This design comes from an exercise in tuning for small area and few clock cycles per item on the open sky130 flow, not from production work. For this run, only the layout was checked, not whether the RTL still works.

`flow/config.mk`:
```
export PLATFORM = sky130hd
export DESIGN_NAME = event_countdown_calc_core
export DESIGN_NICKNAME = event_countdown_calc_core
export VERILOG_FILES = /design/flow/design.v
export SDC_FILE = /design/flow/constraint.sdc
export NUM_CORES = 4
export LEC_CHECK = 0
export ABC_AREA = 1
export CAP_MARGIN = 20
export CORE_MARGIN = 2
export CORE_UTILIZATION = 40
export SLEW_MARGIN = 20
export SYNTH_HIERARCHICAL = 1
export SYNTH_MINIMUM_KEEP_SIZE = 0
```
`flow/constraint.sdc`:
```
create_clock -name core_clock -period 12.0 [get_ports {clk}]
set_input_delay 2.4000 -clock core_clock [delete_from_list [all_inputs] [get_ports {clk}]]
set_output_delay 2.4000 -clock core_clock [all_outputs]
set_load 0.01 [all_outputs]
```
`flow/design.v`:
```
`default_nettype none
package ecc_pkg;
  localparam int unsigned YEAR_W  = 12;
  localparam int unsigned MONTH_W = 4;
  localparam int unsigned DAY_W   = 5;
  localparam int unsigned HOUR_W  = 5;
  localparam int unsigned MIN_W   = 6;
  localparam int unsigned SEC_W   = 6;
  localparam int unsigned DAYS_W  = 20;
  localparam int unsigned CIDX_W  = 3;
  localparam int unsigned CDAT_W  = 12;
  typedef logic [YEAR_W-1:0]  year_t;
  typedef logic [MONTH_W-1:0] month_t;
  typedef logic [DAY_W-1:0]   day_t;
  typedef logic [HOUR_W-1:0]  hour_t;
  typedef logic [MIN_W-1:0]   min_t;
  typedef logic [SEC_W-1:0]   sec_t;
  typedef logic [DAYS_W-1:0]  days_t;
  localparam year_t  RST_YEAR   = 12'd2022;
  localparam month_t RST_MONTH  = 4'd5;
  localparam day_t   RST_DAY    = 5'd17;
  localparam hour_t  RST_HOUR   = 5'd10;
  localparam min_t   RST_MINUTE = 6'd56;
  localparam logic [10:0] RST_PE = 11'd1404;
  localparam logic [4:0]  RST_VE = 5'd15;
  localparam logic [143:0] CUM_DAYS_TBL =
    144'ha753a9d4e98445e6d45aa5cf05a1d87c0000;
  function automatic logic [8:0] cum_days(input logic [3:0] x);
    cum_days = CUM_DAYS_TBL[x * 9 +: 9];
  endfunction
  localparam logic [319:0] CENT_V_TBL =
    320'h3deef37bd6718bdab5a4e528c1ef7358c5a92941cc62906310400;
  function automatic logic [4:0] cent_v(input logic [5:0] x);
    cent_v = CENT_V_TBL[x * 5 +: 5];
  endfunction
  localparam logic [511:0] SEC_SPLIT_TBL =
    512'hb9babb404142434445464748494a4b4c4d4e4f505152535455565758595a5b5c5d5e5f606162636465666768696a6b6c6d6e6f707172737475767778797a7b00;
  function automatic logic [7:0] sec_split(input logic [5:0] x);
    sec_split = SEC_SPLIT_TBL[x * 8 +: 8];
  endfunction
endpackage
`default_nettype wire
`default_nettype none
module ecc_fa (
  input  logic a,
  input  logic b,
  input  logic c,
  output logic s,
  output logic co
);
  assign s  = a ^ b ^ c;
  assign co = (a & b) | (a & c) | (b & c);
endmodule
module ecc_ha (
  input  logic a,
  input  logic b,
  output logic s,
  output logic co
);
  assign s  = a ^ b;
  assign co = a & b;
endmodule
`default_nettype wire
`default_nettype none
module event_countdown_calc_core (
  input  logic                   clk,
  input  logic                   rst_n,
  input  logic                   start,
  output logic                   busy,
  input  ecc_pkg::year_t         in_now_year,
  input  ecc_pkg::month_t        in_now_month,
  input  ecc_pkg::day_t          in_now_day,
  input  ecc_pkg::hour_t         in_now_hour,
  input  ecc_pkg::min_t          in_now_minute,
  input  ecc_pkg::sec_t          in_now_second,
  output logic                   out_valid,
  output ecc_pkg::days_t         out_days_left,
  output ecc_pkg::hour_t         out_hours_left,
  output ecc_pkg::min_t          out_minutes_left,
  output ecc_pkg::sec_t          out_seconds_left,
  output logic                   out_event_passed,
  input  logic                   cfg_valid,
  output logic                   cfg_ready,
  input  logic [ecc_pkg::CIDX_W-1:0] cfg_index,
  input  logic [ecc_pkg::CDAT_W-1:0] cfg_data
);
  ecc_pkg::year_t  ev_year_n;
  ecc_pkg::month_t ev_month_n;
  ecc_pkg::day_t   ev_day_n;
  ecc_pkg::hour_t  ev_hour_n;
  ecc_pkg::min_t   ev_minute_n;
  logic [12:0]     dy;
  logic [11:0]     k;
  logic [4:0]      nv;
  ecc_pkg::month_t ev_month;
  logic            wr_r;
  logic [10:0]     pe_r;
  logic [4:0]      ve_r;
  ecc_pkg::hour_t  t_hours;
  ecc_pkg::min_t   t_minutes;
  ecc_pkg::sec_t   t_seconds;
  logic [1:0]      t_carry2;
  logic            v_r;
  logic [12:0]     dy_r;
  logic [11:0]     k_r;
  logic [4:0]      nv_r;
  logic [1:0]      carry2_r;
  ecc_pkg::hour_t  hours_r;
  ecc_pkg::min_t   minutes_r;
  ecc_pkg::sec_t   seconds_r;
  logic ne;
  logic [8:0] cn;
  logic [5:0] nq;
  logic [7:0] s_split;
  logic [7:0] tm;
  logic [6:0] th;
  logic [1:0] bs, bm1;
  logic s1_;
  logic c2_;
  logic s3_;
  logic c4_;
  logic s5_;
  logic c6_;
  logic s7_;
  logic c8_;
  logic s9_;
  logic c10_;
  logic s11_;
  logic c12_;
  logic s13_;
  logic c14_;
  logic s15_;
  logic c16_;
  logic s17_;
  logic c18_;
  logic s19_;
  logic c20_;
  logic s21_;
  logic c22_;
  logic s23_;
  logic c24_;
  logic s25_;
  logic c26_;
  logic s27_;
  logic c28_;
  logic s29_;
  logic c30_;
  logic s31_;
  logic c32_;
  logic s33_;
  logic c34_;
  logic s35_;
  logic c36_;
  logic s37_;
  logic c38_;
  logic s39_;
  logic c40_;
  logic s41_;
  logic c42_;
  logic s43_;
  logic c44_;
  logic s45_;
  logic c46_;
  logic s47_;
  logic c48_;
  logic [11:0] ys;
  logic [3:0] ms;
  logic [4:0] ds;
  logic [10:0] pe_g;
  logic s49_;
  logic c50_;
  logic s51_;
  logic c52_;
  logic s53_;
  logic c54_;
  logic s55_;
  logic c56_;
  logic s57_;
  logic c58_;
  logic s59_;
  logic c60_;
  logic s61_;
  logic c62_;
  logic n63_;
  logic s64_;
  logic c65_;
  logic n66_;
  logic s67_;
  logic c68_;
  logic n69_;
  logic s70_;
  logic c71_;
  logic n72_;
  logic s73_;
  logic c74_;
  logic s75_;
  logic c76_;
  logic s77_;
  logic c78_;
  logic s79_;
  logic c80_;
  logic k81_;
  logic k82_;
  logic k83_;
  logic k84_;
  logic k85_;
  logic k86_;
  logic k87_;
  logic k88_;
  logic k89_;
  logic k90_;
  logic s91_;
  logic c92_;
  logic s93_;
  logic c94_;
  logic s95_;
  logic c96_;
  logic s97_;
  logic c98_;
  logic s99_;
  logic c100_;
  logic s101_;
  logic c102_;
  logic s103_;
  logic c104_;
  logic s105_;
  logic c106_;
  logic s107_;
  logic c108_;
  logic s109_;
  logic c110_;
  logic s111_;
  logic c112_;
  logic s113_;
  logic c114_;
  logic s115_;
  logic c116_;
  logic s117_;
  logic c118_;
  logic s119_;
  logic c120_;
  logic s121_;
  logic c122_;
  logic s123_;
  logic c124_;
  logic s125_;
  logic c126_;
  logic s127_;
  logic c128_;
  logic s129_;
  logic c130_;
  logic s131_;
  logic c132_;
  logic s133_;
  logic c134_;
  logic s135_;
  logic c136_;
  logic s137_;
  logic c138_;
  logic s139_;
  logic c140_;
  logic s141_;
  logic c142_;
  logic s143_;
  logic c144_;
  logic s145_;
  logic c146_;
  logic s147_;
  logic c148_;
  logic s149_;
  logic c150_;
  logic s151_;
  logic c152_;
  logic s153_;
  logic c154_;
  logic s155_;
  logic c156_;
  logic s157_;
  logic c158_;
  logic s159_;
  logic c160_;
  logic s161_;
  logic c162_;
  logic s163_;
  logic c164_;
  logic s165_;
  logic c166_;
  logic s167_;
  logic c168_;
  logic s169_;
  logic c170_;
  logic s171_;
  logic c172_;
  logic s173_;
  logic c174_;
  logic s175_;
  logic c176_;
  logic s177_;
  logic c178_;
  logic s179_;
  logic c180_;
  logic s181_;
  logic c182_;
  logic s183_;
  logic c184_;
  logic s185_;
  logic c186_;
  logic s187_;
  logic c188_;
  logic s189_;
  logic c190_;
  logic s191_;
  logic c192_;
  logic s193_;
  logic c194_;
  logic [21:0] x;
  logic tz, pas, sat;
  logic s195_;
  logic c196_;
  logic s197_;
  logic c198_;
  logic s199_;
  logic c200_;
  logic s201_;
  logic c202_;
  logic s203_;
  logic c204_;
  logic s205_;
  logic c206_;
  logic s207_;
  logic c208_;
  logic s209_;
  logic c210_;
  logic s211_;
  logic c212_;
  logic s213_;
  logic c214_;
  logic s215_;
  logic c216_;
  logic s217_;
  logic c218_;
  logic s219_;
  logic c220_;
  logic s221_;
  logic c222_;
  logic s223_;
  logic c224_;
  logic s225_;
  logic c226_;
  logic s227_;
  logic c228_;
  logic s229_;
  logic c230_;
  logic s231_;
  logic c232_;
  logic s233_;
  logic c234_;
  logic s235_;
  logic c236_;
  logic s237_;
  logic c238_;
  logic s239_;
  logic c240_;
  logic s241_;
  logic c242_;
  logic s243_;
  logic c244_;
  logic s245_;
  logic c246_;
  logic s247_;
  logic c248_;
  logic s249_;
  logic c250_;
  logic s251_;
  logic c252_;
  logic s253_;
  logic c254_;
  logic s255_;
  logic c256_;
  logic s257_;
  logic c258_;
  logic s259_;
  logic c260_;
  logic s261_;
  logic c262_;
  logic s263_;
  logic c264_;
  logic s265_;
  logic c266_;
  logic s267_;
  logic c268_;
  logic s269_;
  logic c270_;
  logic s271_;
  logic c272_;
  logic s273_;
  logic c274_;
  logic s275_;
  logic c276_;
  logic s277_;
  logic c278_;
  logic s279_;
  logic c280_;
  logic s281_;
  logic c282_;
  logic s283_;
  logic c284_;
  logic s285_;
  logic c286_;
  logic s287_;
  logic c288_;
  logic s289_;
  logic c290_;
  logic s291_;
  logic c292_;
  logic s293_;
  logic c294_;
  logic s295_;
  logic c296_;
  logic s297_;
  logic c298_;
  logic s299_;
  logic c300_;
  logic s301_;
  logic c302_;
  logic s303_;
  logic c304_;
  logic s305_;
  logic c306_;
  logic s307_;
  logic c308_;
  logic s309_;
  logic c310_;
  logic s311_;
  logic c312_;
  logic s313_;
  logic c314_;
  logic s315_;
  logic c316_;
  logic s317_;
  logic c318_;
  logic s319_;
  logic c320_;
  logic s321_;
  logic c322_;
  logic s323_;
  logic c324_;
  logic n325_;
  logic s326_;
  logic c327_;
  logic s328_;
  logic c329_;
  logic s330_;
  logic c331_;
  logic n332_;
  logic s333_;
  logic c334_;
  logic s335_;
  logic c336_;
  logic n337_;
  logic s338_;
  logic c339_;
  logic s340_;
  logic c341_;
  logic s342_;
  logic c343_;
  logic n344_;
  logic s345_;
  logic c346_;
  logic s347_;
  logic c348_;
  logic n349_;
  logic s350_;
  logic c351_;
  logic s352_;
  logic c353_;
  logic s354_;
  logic c355_;
  logic s356_;
  logic c357_;
  logic s358_;
  logic c359_;
  logic s360_;
  logic c361_;
  logic s362_;
  logic c363_;
  logic n364_;
  logic s365_;
  logic c366_;
  logic s367_;
  logic c368_;
  logic s369_;
  logic c370_;
  logic s371_;
  logic c372_;
  logic s373_;
  logic c374_;
  logic s375_;
  logic c376_;
  logic s377_;
  logic c378_;
  logic s379_;
  logic c380_;
  logic s381_;
  logic c382_;
  logic s383_;
  logic c384_;
  logic s385_;
  logic c386_;
  logic s387_;
  logic c388_;
  logic s389_;
  logic c390_;
  logic s391_;
  logic c392_;
  logic o393_;
  logic k394_;
  logic o395_;
  logic k396_;
  logic o397_;
  logic k398_;
  logic o399_;
  logic bc400_;
  logic s401_;
  logic c402_;
  logic s403_;
  logic c404_;
  logic s405_;
  logic c406_;
  logic s407_;
  logic c408_;
  logic o409_;
  logic k410_;
  logic o411_;
  logic k412_;
  logic o413_;
  logic k414_;
  logic o415_;
  logic bc416_;
  logic s417_;
  logic c418_;
  logic p419_;
  logic g420_;
  logic o421_;
  logic k422_;
  logic o423_;
  logic bc424_;
  assign busy      = wr_r;
  assign cfg_ready = 1'b1;
  always_ff @(posedge clk) begin
    if (!rst_n) begin
      ev_year_n   <= ~ecc_pkg::RST_YEAR;
      ev_month_n  <= ~ecc_pkg::RST_MONTH;
      ev_day_n    <= ~ecc_pkg::RST_DAY;
      ev_hour_n   <= ~ecc_pkg::RST_HOUR;
      ev_minute_n <= ~ecc_pkg::RST_MINUTE;
    end else if (cfg_valid) begin
      case (cfg_index)
        3'd0: ev_year_n   <= ~cfg_data;
        3'd1: ev_month_n  <= ~cfg_data[ecc_pkg::MONTH_W-1:0];
        3'd2: ev_day_n    <= ~cfg_data[ecc_pkg::DAY_W-1:0];
        3'd3: ev_hour_n   <= ~cfg_data[ecc_pkg::HOUR_W-1:0];
        3'd4: ev_minute_n <= ~cfg_data[ecc_pkg::MIN_W-1:0];
        default: ;
      endcase
    end
  end
  assign s_split = ecc_pkg::sec_split(in_now_second);
  assign bs = s_split[7:6];
  assign t_seconds = s_split[5:0];
  ecc_ha u_s1_ (.a(in_now_minute[0]), .b(ev_minute_n[0]), .s(s1_), .co(c2_));
  ecc_fa u_s3_ (.a(in_now_minute[1]), .b(ev_minute_n[1]), .c(bs[1]), .s(s3_), .co(c4_));
  ecc_ha u_s5_ (.a(in_now_minute[2]), .b(ev_minute_n[2]), .s(s5_), .co(c6_));
  ecc_ha u_s7_ (.a(in_now_minute[3]), .b(ev_minute_n[3]), .s(s7_), .co(c8_));
  ecc_ha u_s9_ (.a(in_now_minute[4]), .b(ev_minute_n[4]), .s(s9_), .co(c10_));
  ecc_ha u_s11_ (.a(in_now_minute[5]), .b(ev_minute_n[5]), .s(s11_), .co(c12_));
  ecc_ha u_s13_ (.a(s1_), .b(bs[0]), .s(s13_), .co(c14_));
  ecc_fa u_s15_ (.a(c2_), .b(s3_), .c(c14_), .s(s15_), .co(c16_));
  ecc_fa u_s17_ (.a(c4_), .b(s5_), .c(c16_), .s(s17_), .co(c18_));
  ecc_fa u_s19_ (.a(c6_), .b(s7_), .c(c18_), .s(s19_), .co(c20_));
  ecc_fa u_s21_ (.a(c8_), .b(s9_), .c(c20_), .s(s21_), .co(c22_));
  ecc_fa u_s23_ (.a(c10_), .b(s11_), .c(c22_), .s(s23_), .co(c24_));
  ecc_ha u_s25_ (.a(c12_), .b(c24_), .s(s25_), .co(c26_));
  assign tm[0] = s13_;
  assign tm[1] = s15_;
  assign tm[2] = s17_;
  assign tm[3] = s19_;
  assign tm[4] = s21_;
  assign tm[5] = s23_;
  assign tm[6] = s25_;
  assign tm[7] = c26_;
  assign bm1 = (tm[7:2] == 6'd0) ? 2'd0 : (tm[7:6] == 2'd0) ? 2'd1 :
               (tm[7] || (tm[6] && (tm[5:2] == 4'hF))) ? 2'd3 : 2'd2;
  assign t_minutes = {4'(~tm[5:2] + {bm1[1], bm1[1], bm1[1], !bm1[0]}), ~tm[1:0]};
  ecc_ha u_s27_ (.a(in_now_hour[0]), .b(ev_hour_n[0]), .s(s27_), .co(c28_));
  ecc_fa u_s29_ (.a(in_now_hour[1]), .b(ev_hour_n[1]), .c(bm1[1]), .s(s29_), .co(c30_));
  ecc_ha u_s31_ (.a(in_now_hour[2]), .b(ev_hour_n[2]), .s(s31_), .co(c32_));
  ecc_ha u_s33_ (.a(in_now_hour[3]), .b(ev_hour_n[3]), .s(s33_), .co(c34_));
  ecc_ha u_s35_ (.a(in_now_hour[4]), .b(ev_hour_n[4]), .s(s35_), .co(c36_));
  ecc_ha u_s37_ (.a(s27_), .b(bm1[0]), .s(s37_), .co(c38_));
  ecc_fa u_s39_ (.a(c28_), .b(s29_), .c(c38_), .s(s39_), .co(c40_));
  ecc_fa u_s41_ (.a(c30_), .b(s31_), .c(c40_), .s(s41_), .co(c42_));
  ecc_fa u_s43_ (.a(c32_), .b(s33_), .c(c42_), .s(s43_), .co(c44_));
  ecc_fa u_s45_ (.a(c34_), .b(s35_), .c(c44_), .s(s45_), .co(c46_));
  ecc_ha u_s47_ (.a(c36_), .b(c46_), .s(s47_), .co(c48_));
  assign th[0] = s37_;
  assign th[1] = s39_;
  assign th[2] = s41_;
  assign th[3] = s43_;
  assign th[4] = s45_;
  assign th[5] = s47_;
  assign th[6] = c48_;
  assign t_carry2 = (th <= 7'd8) ? 2'd0 : (th <= 7'd32) ? 2'd1 : (th <= 7'd56) ? 2'd2 : 2'd3;
  assign t_hours = 5'(~th[4:0] + {t_carry2[1], !t_carry2[0], 3'b001});
  assign ys = wr_r ? ~ev_year_n : in_now_year;
  assign ms = wr_r ? ~ev_month_n : in_now_month;
  assign ds = wr_r ? ~ev_day_n : in_now_day;
  assign pe_g = wr_r ? 11'd0 : pe_r;
  assign ne = (ys[1:0] != 2'd0) || (ms > 4'd2);
  assign cn = ecc_pkg::cum_days(ms);
  ecc_ha u_s49_ (.a(ys[3]), .b(ys[5]), .s(s49_), .co(c50_));
  ecc_fa u_s51_ (.a(ys[4]), .b(ys[6]), .c(ys[9]), .s(s51_), .co(c52_));
  ecc_fa u_s53_ (.a(ys[5]), .b(ys[7]), .c(ys[10]), .s(s53_), .co(c54_));
  ecc_fa u_s55_ (.a(ys[6]), .b(ys[8]), .c(ys[11]), .s(s55_), .co(c56_));
  ecc_ha u_s57_ (.a(ys[7]), .b(ys[9]), .s(s57_), .co(c58_));
  ecc_ha u_s59_ (.a(ys[3]), .b(ys[6]), .s(s59_), .co(c60_));
  ecc_fa u_s61_ (.a(ys[2]), .b(ys[4]), .c(ys[7]), .s(s61_), .co(c62_));
  assign n63_ = ~ne;
  ecc_fa u_s64_ (.a(s49_), .b(ys[8]), .c(n63_), .s(s64_), .co(c65_));
  assign n66_ = ~ne;
  ecc_fa u_s67_ (.a(c50_), .b(s51_), .c(n66_), .s(s67_), .co(c68_));
  assign n69_ = ~ne;
  ecc_fa u_s70_ (.a(c52_), .b(s53_), .c(n69_), .s(s70_), .co(c71_));
  assign n72_ = ~ne;
  ecc_fa u_s73_ (.a(c54_), .b(s55_), .c(n72_), .s(s73_), .co(c74_));
  ecc_fa u_s75_ (.a(c56_), .b(s57_), .c(ne), .s(s75_), .co(c76_));
  ecc_fa u_s77_ (.a(c58_), .b(ys[8]), .c(ys[10]), .s(s77_), .co(c78_));
  ecc_ha u_s79_ (.a(ys[9]), .b(ys[11]), .s(s79_), .co(c80_));
  assign k81_ = (ys[2] & ~ne) | (ys[2] & 1'b0) | (~ne & 1'b0);
  assign k82_ = (ys[3] & ~ne) | (ys[3] & k81_) | (~ne & k81_);
  assign k83_ = (ys[4] & ~ne) | (ys[4] & k82_) | (~ne & k82_);
  assign k84_ = (ys[2] & ys[5]) | (ys[2] & k83_) | (ys[5] & k83_);
  assign k85_ = (s59_ & ~ne) | (s59_ & k84_) | (~ne & k84_);
  assign k86_ = (c60_ & s61_) | (c60_ & k85_) | (s61_ & k85_);
  assign k87_ = (c62_ & s64_) | (c62_ & k86_) | (s64_ & k86_);
  assign k88_ = (c65_ & s67_) | (c65_ & k87_) | (s67_ & k87_);
  assign k89_ = (c68_ & s70_) | (c68_ & k88_) | (s70_ & k88_);
  assign k90_ = (c71_ & s73_) | (c71_ & k89_) | (s73_ & k89_);
  ecc_fa u_s91_ (.a(c74_), .b(s75_), .c(k90_), .s(s91_), .co(c92_));
  ecc_fa u_s93_ (.a(c76_), .b(s77_), .c(c92_), .s(s93_), .co(c94_));
  ecc_fa u_s95_ (.a(c78_), .b(s79_), .c(c94_), .s(s95_), .co(c96_));
  ecc_fa u_s97_ (.a(c80_), .b(ys[10]), .c(c96_), .s(s97_), .co(c98_));
  ecc_ha u_s99_ (.a(ys[11]), .b(c98_), .s(s99_), .co(c100_));
  assign nq[0] = s91_;
  assign nq[1] = s93_;
  assign nq[2] = s95_;
  assign nq[3] = s97_;
  assign nq[4] = s99_;
  assign nq[5] = c100_;
  assign nv = ~ecc_pkg::cent_v(nq);
  ecc_ha u_s101_ (.a(in_now_year[0]), .b(ev_year_n[0]), .s(s101_), .co(c102_));
  ecc_fa u_s103_ (.a(in_now_year[1]), .b(ev_year_n[1]), .c(c102_), .s(s103_), .co(c104_));
  ecc_fa u_s105_ (.a(in_now_year[2]), .b(ev_year_n[2]), .c(c104_), .s(s105_), .co(c106_));
  ecc_fa u_s107_ (.a(in_now_year[3]), .b(ev_year_n[3]), .c(c106_), .s(s107_), .co(c108_));
  ecc_fa u_s109_ (.a(in_now_year[4]), .b(ev_year_n[4]), .c(c108_), .s(s109_), .co(c110_));
  ecc_fa u_s111_ (.a(in_now_year[5]), .b(ev_year_n[5]), .c(c110_), .s(s111_), .co(c112_));
  ecc_fa u_s113_ (.a(in_now_year[6]), .b(ev_year_n[6]), .c(c112_), .s(s113_), .co(c114_));
  ecc_fa u_s115_ (.a(in_now_year[7]), .b(ev_year_n[7]), .c(c114_), .s(s115_), .co(c116_));
  ecc_fa u_s117_ (.a(in_now_year[8]), .b(ev_year_n[8]), .c(c116_), .s(s117_), .co(c118_));
  ecc_fa u_s119_ (.a(in_now_year[9]), .b(ev_year_n[9]), .c(c118_), .s(s119_), .co(c120_));
  ecc_fa u_s121_ (.a(in_now_year[10]), .b(ev_year_n[10]), .c(c120_), .s(s121_), .co(c122_));
  ecc_fa u_s123_ (.a(in_now_year[11]), .b(ev_year_n[11]), .c(c122_), .s(s123_), .co(c124_));
  assign dy[0] = s101_;
  assign dy[1] = s103_;
  assign dy[2] = s105_;
  assign dy[3] = s107_;
  assign dy[4] = s109_;
  assign dy[5] = s111_;
  assign dy[6] = s113_;
  assign dy[7] = s115_;
  assign dy[8] = s117_;
  assign dy[9] = s119_;
  assign dy[10] = s121_;
  assign dy[11] = s123_;
  assign dy[12] = c124_;
  ecc_ha u_s125_ (.a(ys[2]), .b(cn[0]), .s(s125_), .co(c126_));
  ecc_ha u_s127_ (.a(ys[3]), .b(cn[1]), .s(s127_), .co(c128_));
  ecc_ha u_s129_ (.a(ys[4]), .b(cn[2]), .s(s129_), .co(c130_));
  ecc_ha u_s131_ (.a(ys[5]), .b(cn[3]), .s(s131_), .co(c132_));
  ecc_ha u_s133_ (.a(ys[6]), .b(cn[4]), .s(s133_), .co(c134_));
  ecc_ha u_s135_ (.a(s125_), .b(ds[0]), .s(s135_), .co(c136_));
  ecc_fa u_s137_ (.a(c126_), .b(s127_), .c(ds[1]), .s(s137_), .co(c138_));
  ecc_fa u_s139_ (.a(c128_), .b(s129_), .c(ds[2]), .s(s139_), .co(c140_));
  ecc_fa u_s141_ (.a(c130_), .b(s131_), .c(ds[3]), .s(s141_), .co(c142_));
  ecc_fa u_s143_ (.a(c132_), .b(s133_), .c(ds[4]), .s(s143_), .co(c144_));
  ecc_fa u_s145_ (.a(c134_), .b(ys[7]), .c(cn[5]), .s(s145_), .co(c146_));
  ecc_ha u_s147_ (.a(ys[8]), .b(cn[6]), .s(s147_), .co(c148_));
  ecc_ha u_s149_ (.a(ys[9]), .b(cn[7]), .s(s149_), .co(c150_));
  ecc_ha u_s151_ (.a(ys[10]), .b(cn[8]), .s(s151_), .co(c152_));
  ecc_ha u_s153_ (.a(s135_), .b(pe_g[0]), .s(s153_), .co(c154_));
  ecc_fa u_s155_ (.a(c136_), .b(s137_), .c(pe_g[1]), .s(s155_), .co(c156_));
  ecc_fa u_s157_ (.a(c138_), .b(s139_), .c(pe_g[2]), .s(s157_), .co(c158_));
  ecc_fa u_s159_ (.a(c140_), .b(s141_), .c(pe_g[3]), .s(s159_), .co(c160_));
  ecc_fa u_s161_ (.a(c142_), .b(s143_), .c(pe_g[4]), .s(s161_), .co(c162_));
  ecc_fa u_s163_ (.a(c144_), .b(s145_), .c(pe_g[5]), .s(s163_), .co(c164_));
  ecc_fa u_s165_ (.a(c146_), .b(s147_), .c(pe_g[6]), .s(s165_), .co(c166_));
  ecc_fa u_s167_ (.a(c148_), .b(s149_), .c(pe_g[7]), .s(s167_), .co(c168_));
  ecc_fa u_s169_ (.a(c150_), .b(s151_), .c(pe_g[8]), .s(s169_), .co(c170_));
  ecc_fa u_s171_ (.a(c152_), .b(ys[11]), .c(pe_g[9]), .s(s171_), .co(c172_));
  ecc_ha u_s173_ (.a(s153_), .b(ne), .s(s173_), .co(c174_));
  ecc_fa u_s175_ (.a(c154_), .b(s155_), .c(c174_), .s(s175_), .co(c176_));
  ecc_fa u_s177_ (.a(c156_), .b(s157_), .c(c176_), .s(s177_), .co(c178_));
  ecc_fa u_s179_ (.a(c158_), .b(s159_), .c(c178_), .s(s179_), .co(c180_));
  ecc_fa u_s181_ (.a(c160_), .b(s161_), .c(c180_), .s(s181_), .co(c182_));
  ecc_fa u_s183_ (.a(c162_), .b(s163_), .c(c182_), .s(s183_), .co(c184_));
  ecc_fa u_s185_ (.a(c164_), .b(s165_), .c(c184_), .s(s185_), .co(c186_));
  ecc_fa u_s187_ (.a(c166_), .b(s167_), .c(c186_), .s(s187_), .co(c188_));
  ecc_fa u_s189_ (.a(c168_), .b(s169_), .c(c188_), .s(s189_), .co(c190_));
  ecc_fa u_s191_ (.a(c170_), .b(s171_), .c(c190_), .s(s191_), .co(c192_));
  ecc_fa u_s193_ (.a(c172_), .b(pe_g[10]), .c(c192_), .s(s193_), .co(c194_));
  assign k[0] = s173_;
  assign k[1] = s175_;
  assign k[2] = s177_;
  assign k[3] = s179_;
  assign k[4] = s181_;
  assign k[5] = s183_;
  assign k[6] = s185_;
  assign k[7] = s187_;
  assign k[8] = s189_;
  assign k[9] = s191_;
  assign k[10] = s193_;
  assign k[11] = c194_;
  ecc_ha u_s195_ (.a(dy_r[0]), .b(dy_r[1]), .s(s195_), .co(c196_));
  ecc_ha u_s197_ (.a(dy_r[1]), .b(dy_r[2]), .s(s197_), .co(c198_));
  ecc_ha u_s199_ (.a(dy_r[0]), .b(dy_r[1]), .s(s199_), .co(c200_));
  ecc_ha u_s201_ (.a(dy_r[1]), .b(dy_r[2]), .s(s201_), .co(c202_));
  ecc_fa u_s203_ (.a(dy_r[0]), .b(dy_r[2]), .c(dy_r[3]), .s(s203_), .co(c204_));
  ecc_ha u_s205_ (.a(dy_r[5]), .b(dy_r[6]), .s(s205_), .co(c206_));
  ecc_fa u_s207_ (.a(dy_r[1]), .b(dy_r[3]), .c(dy_r[4]), .s(s207_), .co(c208_));
  ecc_ha u_s209_ (.a(dy_r[6]), .b(dy_r[7]), .s(s209_), .co(c210_));
  ecc_fa u_s211_ (.a(dy_r[2]), .b(dy_r[4]), .c(dy_r[5]), .s(s211_), .co(c212_));
  ecc_ha u_s213_ (.a(dy_r[7]), .b(dy_r[8]), .s(s213_), .co(c214_));
  ecc_fa u_s215_ (.a(dy_r[3]), .b(dy_r[5]), .c(dy_r[6]), .s(s215_), .co(c216_));
  ecc_fa u_s217_ (.a(dy_r[8]), .b(dy_r[9]), .c(dy_r[11]), .s(s217_), .co(c218_));
  ecc_fa u_s219_ (.a(dy_r[4]), .b(dy_r[6]), .c(dy_r[7]), .s(s219_), .co(c220_));
  ecc_ha u_s221_ (.a(dy_r[5]), .b(dy_r[7]), .s(s221_), .co(c222_));
  ecc_fa u_s223_ (.a(dy_r[0]), .b(k_r[0]), .c(nv_r[0]), .s(s223_), .co(c224_));
  ecc_fa u_s225_ (.a(dy_r[1]), .b(k_r[1]), .c(nv_r[1]), .s(s225_), .co(c226_));
  ecc_fa u_s227_ (.a(dy_r[0]), .b(dy_r[2]), .c(k_r[2]), .s(s227_), .co(c228_));
  ecc_ha u_s229_ (.a(nv_r[2]), .b(ve_r[2]), .s(s229_), .co(c230_));
  ecc_fa u_s231_ (.a(s195_), .b(dy_r[3]), .c(k_r[3]), .s(s231_), .co(c232_));
  assign s233_ = nv_r[3] ^ ve_r[3];
  assign c234_ = nv_r[3] | ve_r[3];
  ecc_fa u_s235_ (.a(c196_), .b(s197_), .c(dy_r[4]), .s(s235_), .co(c236_));
  ecc_fa u_s237_ (.a(k_r[4]), .b(nv_r[4]), .c(ve_r[4]), .s(s237_), .co(c238_));
  ecc_fa u_s239_ (.a(c198_), .b(dy_r[0]), .c(dy_r[2]), .s(s239_), .co(c240_));
  ecc_fa u_s241_ (.a(dy_r[3]), .b(dy_r[5]), .c(k_r[5]), .s(s241_), .co(c242_));
  ecc_fa u_s243_ (.a(s199_), .b(dy_r[3]), .c(dy_r[4]), .s(s243_), .co(c244_));
  assign s245_ = dy_r[6] ^ k_r[6];
  assign c246_ = dy_r[6] | k_r[6];
  ecc_fa u_s247_ (.a(c200_), .b(s201_), .c(dy_r[4]), .s(s247_), .co(c248_));
  ecc_fa u_s249_ (.a(dy_r[5]), .b(dy_r[7]), .c(k_r[7]), .s(s249_), .co(c250_));
  ecc_fa u_s251_ (.a(c202_), .b(s203_), .c(s205_), .s(s251_), .co(c252_));
  assign s253_ = dy_r[8] ^ k_r[8];
  assign c254_ = dy_r[8] | k_r[8];
  ecc_fa u_s255_ (.a(c204_), .b(c206_), .c(s207_), .s(s255_), .co(c256_));
  ecc_fa u_s257_ (.a(s209_), .b(dy_r[9]), .c(k_r[9]), .s(s257_), .co(c258_));
  ecc_fa u_s259_ (.a(c208_), .b(c210_), .c(s211_), .s(s259_), .co(c260_));
  ecc_fa u_s261_ (.a(s213_), .b(dy_r[10]), .c(k_r[10]), .s(s261_), .co(c262_));
  ecc_fa u_s263_ (.a(c212_), .b(c214_), .c(s215_), .s(s263_), .co(c264_));
  assign s265_ = s217_ ^ k_r[11];
  assign c266_ = s217_ | k_r[11];
  ecc_fa u_s267_ (.a(c216_), .b(c218_), .c(s219_), .s(s267_), .co(c268_));
  ecc_fa u_s269_ (.a(dy_r[9]), .b(dy_r[10]), .c(dy_r[12]), .s(s269_), .co(c270_));
  ecc_fa u_s271_ (.a(c220_), .b(s221_), .c(dy_r[8]), .s(s271_), .co(c272_));
  assign s273_ = dy_r[10] ^ dy_r[11];
  assign c274_ = dy_r[10] | dy_r[11];
  ecc_fa u_s275_ (.a(c222_), .b(dy_r[6]), .c(dy_r[8]), .s(s275_), .co(c276_));
  ecc_fa u_s277_ (.a(dy_r[9]), .b(dy_r[11]), .c(dy_r[12]), .s(s277_), .co(c278_));
  ecc_fa u_s279_ (.a(dy_r[7]), .b(dy_r[9]), .c(dy_r[10]), .s(s279_), .co(c280_));
  ecc_ha u_s281_ (.a(dy_r[8]), .b(dy_r[10]), .s(s281_), .co(c282_));
  ecc_ha u_s283_ (.a(s223_), .b(ve_r[0]), .s(s283_), .co(c284_));
  ecc_fa u_s285_ (.a(c224_), .b(s225_), .c(ve_r[1]), .s(s285_), .co(c286_));
  ecc_fa u_s287_ (.a(c226_), .b(s227_), .c(s229_), .s(s287_), .co(c288_));
  ecc_fa u_s289_ (.a(c228_), .b(c230_), .c(s231_), .s(s289_), .co(c290_));
  ecc_fa u_s291_ (.a(c232_), .b(c234_), .c(s235_), .s(s291_), .co(c292_));
  ecc_fa u_s293_ (.a(c236_), .b(c238_), .c(s239_), .s(s293_), .co(c294_));
  ecc_fa u_s295_ (.a(c240_), .b(c242_), .c(s243_), .s(s295_), .co(c296_));
  ecc_fa u_s297_ (.a(c244_), .b(c246_), .c(s247_), .s(s297_), .co(c298_));
  ecc_fa u_s299_ (.a(c248_), .b(c250_), .c(s251_), .s(s299_), .co(c300_));
  ecc_fa u_s301_ (.a(c252_), .b(c254_), .c(s255_), .s(s301_), .co(c302_));
  ecc_fa u_s303_ (.a(c256_), .b(c258_), .c(s259_), .s(s303_), .co(c304_));
  ecc_fa u_s305_ (.a(c260_), .b(c262_), .c(s263_), .s(s305_), .co(c306_));
  ecc_fa u_s307_ (.a(c264_), .b(c266_), .c(s267_), .s(s307_), .co(c308_));
  ecc_fa u_s309_ (.a(c268_), .b(c270_), .c(s271_), .s(s309_), .co(c310_));
  ecc_fa u_s311_ (.a(c272_), .b(c274_), .c(s275_), .s(s311_), .co(c312_));
  ecc_fa u_s313_ (.a(c276_), .b(c278_), .c(s279_), .s(s313_), .co(c314_));
  ecc_fa u_s315_ (.a(c280_), .b(s281_), .c(dy_r[11]), .s(s315_), .co(c316_));
  ecc_fa u_s317_ (.a(c282_), .b(dy_r[9]), .c(dy_r[11]), .s(s317_), .co(c318_));
  ecc_ha u_s319_ (.a(s283_), .b(carry2_r[0]), .s(s319_), .co(c320_));
  ecc_fa u_s321_ (.a(c284_), .b(s285_), .c(carry2_r[1]), .s(s321_), .co(c322_));
  assign s323_ = c286_ ^ s287_;
  assign c324_ = c286_ | s287_;
  assign n325_ = ~s233_;
  ecc_fa u_s326_ (.a(c288_), .b(s289_), .c(n325_), .s(s326_), .co(c327_));
  ecc_fa u_s328_ (.a(c290_), .b(s291_), .c(s237_), .s(s328_), .co(c329_));
  ecc_fa u_s330_ (.a(c292_), .b(s293_), .c(s241_), .s(s330_), .co(c331_));
  assign n332_ = ~s245_;
  ecc_fa u_s333_ (.a(c294_), .b(s295_), .c(n332_), .s(s333_), .co(c334_));
  ecc_fa u_s335_ (.a(c296_), .b(s297_), .c(s249_), .s(s335_), .co(c336_));
  assign n337_ = ~s253_;
  ecc_fa u_s338_ (.a(c298_), .b(s299_), .c(n337_), .s(s338_), .co(c339_));
  ecc_fa u_s340_ (.a(c300_), .b(s301_), .c(s257_), .s(s340_), .co(c341_));
  ecc_fa u_s342_ (.a(c302_), .b(s303_), .c(s261_), .s(s342_), .co(c343_));
  assign n344_ = ~s265_;
  ecc_fa u_s345_ (.a(c304_), .b(s305_), .c(n344_), .s(s345_), .co(c346_));
  ecc_fa u_s347_ (.a(c306_), .b(s307_), .c(s269_), .s(s347_), .co(c348_));
  assign n349_ = ~s273_;
  ecc_fa u_s350_ (.a(c308_), .b(s309_), .c(n349_), .s(s350_), .co(c351_));
  ecc_fa u_s352_ (.a(c310_), .b(s311_), .c(s277_), .s(s352_), .co(c353_));
  ecc_fa u_s354_ (.a(c312_), .b(s313_), .c(dy_r[12]), .s(s354_), .co(c355_));
  assign s356_ = c314_ ^ s315_;
  assign c357_ = c314_ | s315_;
  ecc_fa u_s358_ (.a(c316_), .b(s317_), .c(dy_r[12]), .s(s358_), .co(c359_));
  ecc_fa u_s360_ (.a(c318_), .b(dy_r[10]), .c(dy_r[12]), .s(s360_), .co(c361_));
  ecc_fa u_s362_ (.a(c320_), .b(s321_), .c(s319_), .s(s362_), .co(c363_));
  assign n364_ = ~s323_;
  ecc_fa u_s365_ (.a(c322_), .b(n364_), .c(c363_), .s(s365_), .co(c366_));
  ecc_fa u_s367_ (.a(c324_), .b(s326_), .c(c366_), .s(s367_), .co(c368_));
  ecc_fa u_s369_ (.a(c327_), .b(s328_), .c(c368_), .s(s369_), .co(c370_));
  ecc_fa u_s371_ (.a(c329_), .b(s330_), .c(c370_), .s(s371_), .co(c372_));
  ecc_fa u_s373_ (.a(c331_), .b(s333_), .c(c372_), .s(s373_), .co(c374_));
  ecc_fa u_s375_ (.a(c334_), .b(s335_), .c(c374_), .s(s375_), .co(c376_));
  ecc_fa u_s377_ (.a(c336_), .b(s338_), .c(c376_), .s(s377_), .co(c378_));
  ecc_fa u_s379_ (.a(c339_), .b(s340_), .c(c378_), .s(s379_), .co(c380_));
  ecc_fa u_s381_ (.a(c341_), .b(s342_), .c(c380_), .s(s381_), .co(c382_));
  ecc_fa u_s383_ (.a(c343_), .b(s345_), .c(c382_), .s(s383_), .co(c384_));
  ecc_ha u_s385_ (.a(c346_), .b(s347_), .s(s385_), .co(c386_));
  ecc_ha u_s387_ (.a(c348_), .b(s350_), .s(s387_), .co(c388_));
  ecc_ha u_s389_ (.a(c351_), .b(s352_), .s(s389_), .co(c390_));
  ecc_ha u_s391_ (.a(c353_), .b(s354_), .s(s391_), .co(c392_));
  assign o393_ = s385_ ^ c384_;
  assign k394_ = c386_ | (s385_ & c384_);
  assign o395_ = s387_ ^ k394_;
  assign k396_ = c388_ | (s387_ & k394_);
  assign o397_ = s389_ ^ k396_;
  assign k398_ = c390_ | (s389_ & k396_);
  assign o399_ = s391_ ^ k398_;
  assign bc400_ = (c392_ | (s391_ & (c390_ | (s389_ & (c388_ | (s387_ & (c386_ | (s385_ & 1'b0)))))))) | (((((1'b1 & s385_) & s387_) & s389_) & s391_) & c384_);
  assign s401_ = c355_ ^ s356_;
  assign c402_ = c355_ & ~s356_;
  ecc_ha u_s403_ (.a(c357_), .b(s358_), .s(s403_), .co(c404_));
  ecc_ha u_s405_ (.a(c359_), .b(s360_), .s(s405_), .co(c406_));
  assign s407_ = c361_ ^ dy_r[11];
  assign c408_ = c361_ & ~dy_r[11];
  assign o409_ = ~s401_ ^ bc400_;
  assign k410_ = c402_ | (~s401_ & bc400_);
  assign o411_ = s403_ ^ k410_;
  assign k412_ = c404_ | (s403_ & k410_);
  assign o413_ = s405_ ^ k412_;
  assign k414_ = c406_ | (s405_ & k412_);
  assign o415_ = ~s407_ ^ k414_;
  assign bc416_ = (c408_ | (~s407_ & (c406_ | (s405_ & (c404_ | (s403_ & (c402_ | (~s401_ & 1'b0)))))))) | (((((1'b1 & ~s401_) & s403_) & s405_) & ~s407_) & bc400_);
  ecc_ha u_s417_ (.a(dy_r[11]), .b(dy_r[12]), .s(s417_), .co(c418_));
  assign p419_ = 1'b1 ^ 1'b0;
  assign g420_ = 1'b1 & 1'b0;
  assign o421_ = s417_ ^ bc416_;
  assign k422_ = c418_ | (s417_ & bc416_);
  assign o423_ = p419_ ^ k422_;
  assign bc424_ = (g420_ | (p419_ & (c418_ | (s417_ & 1'b0)))) | (((1'b1 & s417_) & p419_) & bc416_);
  assign x[0] = ~s319_;
  assign x[1] = s362_;
  assign x[2] = s365_;
  assign x[3] = s367_;
  assign x[4] = s369_;
  assign x[5] = s371_;
  assign x[6] = s373_;
  assign x[7] = s375_;
  assign x[8] = s377_;
  assign x[9] = s379_;
  assign x[10] = s381_;
  assign x[11] = s383_;
  assign x[12] = o393_;
  assign x[13] = o395_;
  assign x[14] = o397_;
  assign x[15] = o399_;
  assign x[16] = o409_;
  assign x[17] = o411_;
  assign x[18] = o413_;
  assign x[19] = o415_;
  assign x[20] = o421_;
  assign x[21] = o423_;
  assign tz  = (hours_r == 5'd0) && (minutes_r == 6'd0) && (seconds_r == 6'd0);
  assign pas = !x[21] || (tz && (x == 22'h3FFFFF));
  assign sat = x[21] && !x[20];
  assign out_days_left    = pas ? 20'd0 : sat ? 20'hFFFFF : ~x[19:0];
  assign out_hours_left   = pas ? 5'd0  : sat ? 5'd23     : hours_r;
  assign out_minutes_left = pas ? 6'd0  : sat ? 6'd59     : minutes_r;
  assign out_seconds_left = pas ? 6'd0  : sat ? 6'd59     : seconds_r;
  assign out_event_passed = pas;
  always_ff @(posedge clk) begin
    if (!rst_n) begin
      v_r  <= 1'b0;
      wr_r <= 1'b0;
    end else begin
      v_r  <= start && !wr_r;
      wr_r <= cfg_valid;
    end
  end
  always_ff @(posedge clk) begin
    if (!rst_n) begin
      pe_r <= ecc_pkg::RST_PE;
      ve_r <= ecc_pkg::RST_VE;
    end else if (wr_r) begin
      pe_r <= ~k[10:0];
      ve_r <= ~nv;
    end
  end
  always_ff @(posedge clk) begin
    dy_r      <= dy;
    k_r       <= k;
    nv_r      <= nv;
    carry2_r  <= t_carry2;
    hours_r   <= t_hours;
    minutes_r <= t_minutes;
    seconds_r <= t_seconds;
  end
  assign out_valid = v_r;
endmodule
`default_nettype wire
```
`flow/run.sh`:
```
#!/bin/bash
# synth_recipe.tcl (not shown) runs the flow's synth.tcl, then flattens the netlist and writes it again
# the make line also repeats each setting of config.mk as NAME=value (left out here)
make -C /OpenROAD-flow-scripts/flow DESIGN_CONFIG=/design/flow/config.mk WORK_HOME=/design/flow/orfs CLKGATE_MAP_FILE= SYNTH_SCRIPT=/design/flow/synth_recipe.tcl finish
```
==> notes.md <==
[metal layers]
metal / wire length, um / vias to the layer above / track usage
met2: 8698 / 109 / 0.2953
met3: 545 / 15 / 0.02250
li1: - / 2900 / -
met1: 9230 / 2798 / 0.2568
met5: 0 / - / 0
met4: 233 / 0 / 0.05000
[placed cells by master, fill, tap and decap left out, types with 4 or more instances in the layout]
cell and count:
clkbuf_16 9, nand2_1 98, o21a_1 4, nor3_1 4, buf_4 8, xor2_1 6
dfxtp_1 98, o211ai_1 9, nand3_1 10, nor2_1 85, nor4_1 4, clkdlybuf4s50_1 64
fa_2 8, o21ai_0 66, inv_1 133, ha_1 83, a31oi_1 4, fa_1 127
buf_6 5, a21oi_1 49, dlymetal6s2s_1 32, nand4_1 8
[what timing repair did]
item | CTS | global route
cloned | 2 | 0
setup buffers | 2 | 1
gates resized for setup | 8 | 43
pin swaps | 1 | 7
setup endpoints to repair | 38 | 38
[worst paths after layout]
kind | slack [ps] | endpoint | depth (start not counted) | startpoint
worst max register to register | 4350 | pe_r[10] | 23 | wr_r
worst max-delay path | 350 | out_seconds_left[1] | 32 | nv_r[1]
worst min-delay path | 470 | ev_month_n[3] | 2 | ev_month_n[3]
worst min register to register | 470 | ev_month_n[3] | 2 | ev_month_n[3]
[worst min-delay path, delay by kind of cell (launching register included)]
family         cells  cell delay [ps]
AO/OA/AOI/OAI      2              120
flip-flops         1              320
[registers in the layout (all words and copies together), names as in the netlist, 6 cells and up]
signal       flops
ev_minute_n      6
seconds_r        6
dy_r            13
minutes_r        6
ev_year_n       12
pe_r            11
k_r             12
[cell families after synthesis]
group | share of synthesized area
adder cells (fa/ha/maj) | 0.4609
AND/OR/NAND/NOR | 0.1068
buffers and inverters | 0.07614
AO/OA/AOI/OAI | 0.1019
flip-flops | 0.2441
XOR/XNOR | 0.009711
other | 0.0004619
[through the flow]
step / area [um2] / hold slack [ps]
after floorplan: 8118 / 437.2
after global placement: 9378 / 449.4
after detailed placement: 9378 / 456.4
after CTS: 9716 / 472.0
after global routing: 9833 / 490.9
final: 9833 / 470.7
[modules after synthesis, one instance, submodules excluded]
module | cells | flip-flops and latches
event_countdown_calc_core | 666 | 99
ecc_ha | 1 | 0
ecc_fa | 1 | 0
[final cells by class]
cell class / count / area [um2] / share of cell area
clock inverter: 4 / 31.28 / 0.003181
timing repair buffer: 109 / 1157 / 0.1177
multi-input combinational: 592 / 5557 / 0.5651
sequential: 99 / 1983 / 0.2017
inverter: 136 / 510.5 / 0.05192
clock buffer: 12 / 256.5 / 0.02608
tap: 270 / 337.8 / 0.03436
==> flow_metrics.py <==
metrics = {
    "detailed_routing": {
        "vias": 5822,
        "drt_first_pass_iters": 4,
        "drt-initial-drc-count": 237,
        "drcViolationCount": 0,
        "drt_wl_total_um": 18710,
        "wire_per_inst_um": 15.31,
        "ant_nets": 0,
        "vias_per_cell": 4.764,
    },
    "finish": {
        "final_nets": 1222,
        "n_fill_cell": 1915,
        "postLayoutCoreUtil": 0.4891,
        "antenna_cells": 0,
        "instances_no_fill": 1222,
        "syn2layout_area_growth_pct": 21.13,
        "drive_gt1_frac": 0.05042,
    },
    "synth": {
        "ys_seq_area_frac": 0.2441,
        "synth-main-ff-cell": "dfxtp_1",
        "synth.largest_area_cell": "fa_1",
        "yosys-top-cells-area": "fa_1 33%, dfxtp_1 24%, ha_1 13%",
        "synth_top_area_frac": 0.3329,
        "synth_cell_type_count": 35,
        "syn_area_um2": 8118,
        "ys_ff_latch": 99,
        "yosys-top-cells-count": "135 x fa_1, 133 x inv_1, 99 x dfxtp_1",
        "synth_edf_count": 0,
        "syn_nets": 1123,
        "avgSynthCellArea_um2": 9.573,
        "yosysMostFrequentCell": "fa_1",
        "synth_warnings": 7,
        "synth_cells": 848,
        "synth-async-reset-ratio": 0,
    },
    "cts": {
        "ctsLongestPathBuffers": 2,
        "cts_tree": "done",
        "htreeDepth": 3,
        "cts_root_buffer": "clkbuf_16",
        "clkTransAtPathRegs_ps": 70,
        "clk_latency_ps": 350,
        "cts.sinks": 99,
        "cts_hold_buf": 0,
        "cts_buffers": 9,
    },
    "grt": {
        "grt_pass1_vias": 5924,
        "grt.overflow.total": 0,
        "grtUsageTotal": 0.1813,
        "grt_max_degree": 59,
        "antenna_found_initial": 0,
        "grt_pass1_wl_um": 30370,
    },
    "sta": {
        "fin_crit_ps": 11650,
        "final_hold_viol_count": 0,
        "worst_pin_slew_ps": 989.9,
        "min_period_over_period": 0.9709,
        "finalClockSkew_ps": 10.25,
        "fin_ws_ps": 349.5,
        "setup_viol": 0,
        "max_slew_margin": 0.3376,
        "slew_violations": 0,
        "setup_tns_ps": 0,
        "fmax_mhz": 85.83,
    },
    "worst_setup_path": {
        "worst_path_max_delay_cell": "fa_1",
        "critPathTopFamily": "adder cells",
        "required_ps": 9600,
        "crit_path_frequent_cell": "fa_1",
        "crit_path_start_kind": "register",
        "crit_fanout": 6,
        "crit_path_max_incr_delay_ps": 520,
        "critPathKind": "register to output pin",
        "arrival_ps": 9250,
        "cp_num_buf_inv": 4,
        "crit_path_end_kind": "output pin",
    },
    "placed_design": {
        "hpwl_um": 15600,
        "dp_slack_ps": 200.4,
        "port_buffers": 96,
        "gp_congestion": 0.8929,
        "dp.cells": 1201,
    },
    "die": {
        "fp.coreArea_um2": 20100,
        "die_height_um": 146.5,
        "die_area_um2": 21450,
        "rows": 52,
        "io_pins": 98,
        "die_w_um": 146.5,
        "initial_core_util": 0.4038,
    },
    "run": {
        "max_cap_violations": 0,
    },
    "hold_path": {
        "hold_path.class": "register to register",
    },
    "status": {
        "status": "no timing/DRC/antenna violations",
    },
}

[static timing again, ports no longer ideal]
In the flow no input, the clock included, has a driving cell. The finished layout below was timed again as built, in two steps. Step 1, drivers: a clkbuf_16 drives clk and a buf_2 each remaining input, both assumed. Step 2, shift: input delay + t, output delay - t, t = (earliest + latest rising clock arrival at the registers) / 2. This alone moves slack from input paths to output paths. Three values: ideal ports, drivers, drivers and shift; two values: the first two.
shift t [ns]: 0.388
slack for setup (ns): 0.350 / 0.309 / 0.697
hold slack, ns: 0.471 / 0.471 / 0.471
clock arrival spread, ns: 0.010 / 0.010
pins driven straight from the clock port: 1
After both steps this run still meets setup and hold. For this run, drivers alone change the setup slack by -0.041 ns; drivers and shift together by +0.347 ns.
